This is an optimization exercise on Yosys and OpenROAD, whose aim is small area, not a production implementation.
The RTL was checked by simulation tests, not by an equivalence proof against the original design.
Power and IR drop assume default switching activity.

== old ==
Design frameSource, start of the top module:
module frameSource (
  input  wire                 CLK,
  input  wire                 RST,
  input  wire                 nimIn,
  input  wire                 regTrigger,
  input  wire  [FRAMES_W-1:0] frameCount,
  input  wire                 txFull,
  output wire                 nimOut,
  output wire                 txWr,
  output wire  [BYTE_W-1:0]   txData
);
For scale: roughly 610 cells after synthesis, roughly 23 I/O pins.
clock: 5.0 ns
lec_check: 0
cap_margin: 0
core_margin: 2
core_utilization: 80
gpl_timing_driven: 0
slew_margin: 0
standard.sh (not shown) runs the stock make flow with config.mk's settings and CLKGATE_MAP_FILE= SYNTH_SCRIPT=/design/flow/synth_recipe.tcl, a recipe that flattens the netlist after the stock synthesis.
==> flow/flow/run.sh <==
#!/bin/bash
# The standard synthesis; then the combinational logic is mapped again
# for area (ABC &deepsyn from a few seeds, the smallest result is kept;
# registers, their names and cell types are kept as blackboxes); then
# the standard layout with the clock tree options (no dummy loads,
# bigger sink clusters) and port buffer cell below.
set -euo pipefail
source flow/opts.sh
bash standard.sh synth > synth.log 2>&1

R=orfs/results/$FLOW_PLATFORM/frameSource/base
LIB=$FLOW_HOME/platforms/sky130hd/lib/sky130_fd_sc_hd__tt_025C_1v80.lib
cp $R/1_2_yosys.v std_netlist.v
SEQ=$(grep -oE '^\s*sky130_fd_sc_hd__(df|edf|sdf|dl|conb)\w*' std_netlist.v | sort -u | tr -d ' ' | tr '\n' ' ')
DU=$(sed 's/^/-dont_use /' flow/dont_use.txt | tr '\n' ' ')
# each candidate is a dash-separated list of deepsyn seeds, one per round
run_candidate() {
  local C=$1
  : > area_$C.abc
  for S in ${C//-/ }; do
    sed "s/@SEED@/$S/; s/@TIME@/$RESYN_TIME/" flow/area.abc >> area_$C.abc
  done
  cat > resyn_$C.ys <<EOT
read_liberty -ignore_miss_func $LIB
read_verilog std_netlist.v
hierarchy -top $FLOW_TOP
blackbox $SEQ
flatten
opt -purge
techmap
opt -purge
abc -script area_$C.abc -liberty $LIB $DU
setundef -zero
splitnets
opt_clean -purge
hilomap -singleton -hicell sky130_fd_sc_hd__conb_1 HI -locell sky130_fd_sc_hd__conb_1 LO
insbuf -buf sky130_fd_sc_hd__buf_4 A X
opt_clean -purge
tee -o resyn_$C.stat stat -liberty $LIB
write_verilog -noexpr -noattr -nohex -nodec resyn_$C.v
EOT
  yosys -s resyn_$C.ys > resyn_$C.log 2>&1
}
for BATCH in "${RESYN_BATCHES[@]}"; do
  for C in $BATCH; do run_candidate $C & done
  wait
done
ALL=$(for B in "${RESYN_BATCHES[@]}"; do echo $B; done | tr ' ' '\n')
BEST=$(for C in $ALL; do echo "$(grep 'Chip area' resyn_$C.stat | awk '{print $NF}') $C"; done | sort -g | head -1 | awk '{print $2}')
for C in $ALL; do echo "$C $(grep 'Chip area' resyn_$C.stat | awk '{print $NF}')"; done > resyn_choice.log
echo "kept $BEST" >> resyn_choice.log
cp resyn_$BEST.v $R/1_2_yosys.v
touch $R/1_2_yosys.v

export CTS_ARGS="-sink_clustering_enable -repair_clock_nets -dont_use_dummy_load $CTS_OPTS"
export BUFFER_PORTS_ARGS="-buffer_cell sky130_fd_sc_hd__buf_1"
bash standard.sh > layout.log 2>&1
Other scripts of this flow, unchanged in this note and not shown: flow/flow/area.abc, flow/flow/dont_use.txt, flow/flow/opts.sh
### old -> new
-- flow/design.v --
<<< old, line 149
  logic [7:0]         evRing  [4][3];
  logic               evLoad;       
  logic [1:0]         evNew;        
  logic               evShift1;     
  logic               evShift2, evShift3;
  logic               evShift;
  logic               lastMem [4];
  logic [TS_W-1:0]    tsMem   [3];
  logic [1:0] frWr, frRd;
  logic [1:0] tsWr;   
  logic [2:0] tsRd;   
>>> new, line 149
  logic [7:0]         evRing  [4][3];
  logic               evLoad;       
  logic               lastMem [4];
  logic [TS_W-1:0]    tsMem   [3];
  logic [1:0] evWr, frWr, frRd;
  logic [3:0] evRd;   
  logic [1:0] tsWr;   
  logic [2:0] tsRd;   
<<< old, line 166
  end
  always_ff @(posedge CLK) begin
    if (RST)             evLoad <= 1'b0;
    else if (burstStart) evLoad <= 1'b1;
    else if (evIncStart) evLoad <= 1'b0;
  end
  assign evShift1 = doRd && rpos == RP_LAST && curLast;
  assign evShift  = evShift1 || evShift2 || evShift3;
  always_ff @(posedge CLK) begin
    if (RST) begin
      evShift2 <= 1'b0;
      evShift3 <= 1'b0;
      evNew    <= 2'd0;
    end else begin
      evShift2 <= evShift1;
      evShift3 <= evShift2;
      evNew    <= evNew + 2'(burstStart) - 2'(evShift1);
    end
  end
  logic [1:0] evTarget;
  assign evTarget = evNew - 2'(evShift1);
  always_ff @(posedge CLK) begin
    for (int s = 0; s < 4; s++) begin
      evRing[s][0] <= evRing[s][1];
      evRing[s][1] <= evRing[s][2];
      if (evLoad && evTarget == 2'(s))  evRing[s][2] <= evGroup;
      else if (evShift && s < 3)        evRing[s][2] <= evRing[(s + 1) % 4][0];
      else                              evRing[s][2] <= evRing[s][0];
    end
  end
>>> new, line 163
  end
  always_ff @(posedge CLK) begin
    if (RST) begin
      evLoad <= 1'b0;
      evWr   <= 2'd3;
    end else if (burstStart) begin
      evLoad <= 1'b1;
      evWr   <= evWr + 1'b1;
    end else if (evIncStart) begin
      evLoad <= 1'b0;
    end
  end
  always_ff @(posedge CLK) begin
    for (int s = 0; s < 4; s++) begin
      evRing[s][0] <= evRing[s][1];
      evRing[s][1] <= evRing[s][2];
      evRing[s][2] <= (evLoad && evWr == 2'(s)) ? evGroup : evRing[s][0];
    end
  end
<<< old, line 219
  logic [7:0] evG0, evG1, evG2;
  always_comb begin
    case (ph)
      2'd0:    begin evG0 = evRing[0][0]; evG1 = evRing[0][1]; evG2 = evRing[0][2]; end
      2'd1:    begin evG0 = evRing[0][2]; evG1 = evRing[0][0]; evG2 = evRing[0][1]; end
      default: begin evG0 = evRing[0][1]; evG1 = evRing[0][2]; evG2 = evRing[0][0]; end
    endcase
  end
  assign curEv = {evG2, evG1, evG0};
>>> new, line 205
  logic [7:0] evG0, evG1, evG2;
  always_comb begin
    evG0 = '0;
    evG1 = '0;
    evG2 = '0;
    for (int s = 0; s < 4; s++) begin
      if (evRd[s]) begin
        case (ph)
          2'd0: begin evG0 = evG0 | evRing[s][0]; evG1 = evG1 | evRing[s][1]; evG2 = evG2 | evRing[s][2]; end
          2'd1: begin evG0 = evG0 | evRing[s][2]; evG1 = evG1 | evRing[s][0]; evG2 = evG2 | evRing[s][1]; end
          default: begin evG0 = evG0 | evRing[s][1]; evG1 = evG1 | evRing[s][2]; evG2 = evG2 | evRing[s][0]; end
        endcase
      end
    end
  end
  assign curEv = {evG2, evG1, evG0};
<<< old, line 340
  always_ff @(posedge CLK) begin
    if (RST) begin
      frRd <= 2'd3;
      rpos <= RP_LAST;
>>> new, line 333
  always_ff @(posedge CLK) begin
    if (RST) begin
      evRd <= 4'b1000;
      frRd <= 2'd3;
      rpos <= RP_LAST;
<<< old, line 346
        rpos <= RP_FIRST;
        frRd <= frRd + 1'b1;
      end else begin
        rpos <= (rpos[3:0] == 4'd9) ? {rpos[7:4] + 1'b1, 4'd0} : {rpos[7:4], rpos[3:0] + 1'b1};
>>> new, line 340
        rpos <= RP_FIRST;
        frRd <= frRd + 1'b1;
        if (curLast) evRd <= {evRd[2:0], evRd[3]};
      end else begin
        rpos <= (rpos[3:0] == 4'd9) ? {rpos[7:4] + 1'b1, 4'd0} : {rpos[7:4], rpos[3:0] + 1'b1};
==> comparison <==
The flow did not stop early for new: all stages ran, and the layout cleared the timing, DRC and antenna checks. Final worst hold slack delta for new relative to old: 0.010 ns higher. Final routed wire length divided by cell count, new vs old: up slightly. Looking at ratio of final minimum period to clock period, new sits below old. Start point of the critical path = txFull: old; start point of the critical path = i_txByteFifo.rpos[2]$_SDFFE_PP0P_: new. On global-route usage, new and old are neck and neck. Taking old over new, the length of routed met3 wiring ratio works out to 1.09. old → new: required arrival time at the worst endpoint -1.35 ns; gate count after technology mapping saw an increase; synthesized area increased by 5.0% relative to the old numbers; layout overhead on the synthesized area went down 0.24 points; portion of total power attributed to the clock network higher. Largest stage delay on the critical path down 0.07 ns in new wrt old.

re-timing with driven ports:
In the flow no input, the clock included, has a driving cell. The finished layouts below were timed again as built, in two steps. Step 1 (the two cells are an assumption about what drives the block):
set clk [get_ports {CLK}]
set_driving_cell -lib_cell sky130_fd_sc_hd__clkbuf_16 $clk
set_driving_cell -lib_cell sky130_fd_sc_hd__buf_2 [delete_from_list [all_inputs] $clk]
Step 2, shift: input delay + t, output delay - t, t = (earliest + latest rising clock arrival at the registers) / 2. This alone moves slack from input paths to output paths. Three values: no drivers, after step 1, after step 2; two values: the first two.
run | t, ns | setup WS [ns] | worst data-port slew with drivers (ns)
old | 0.499 | 0.404 / 0.387 / -0.086 | 0.03
new | 0.502 | 0.706 / 0.670 / 1.172 | 0.03
Met with ideal ports but missed after step 2: setup timing in old. For old, which loses most, drivers alone change the setup slack by -0.017 ns; drivers and shift together by -0.490 ns.
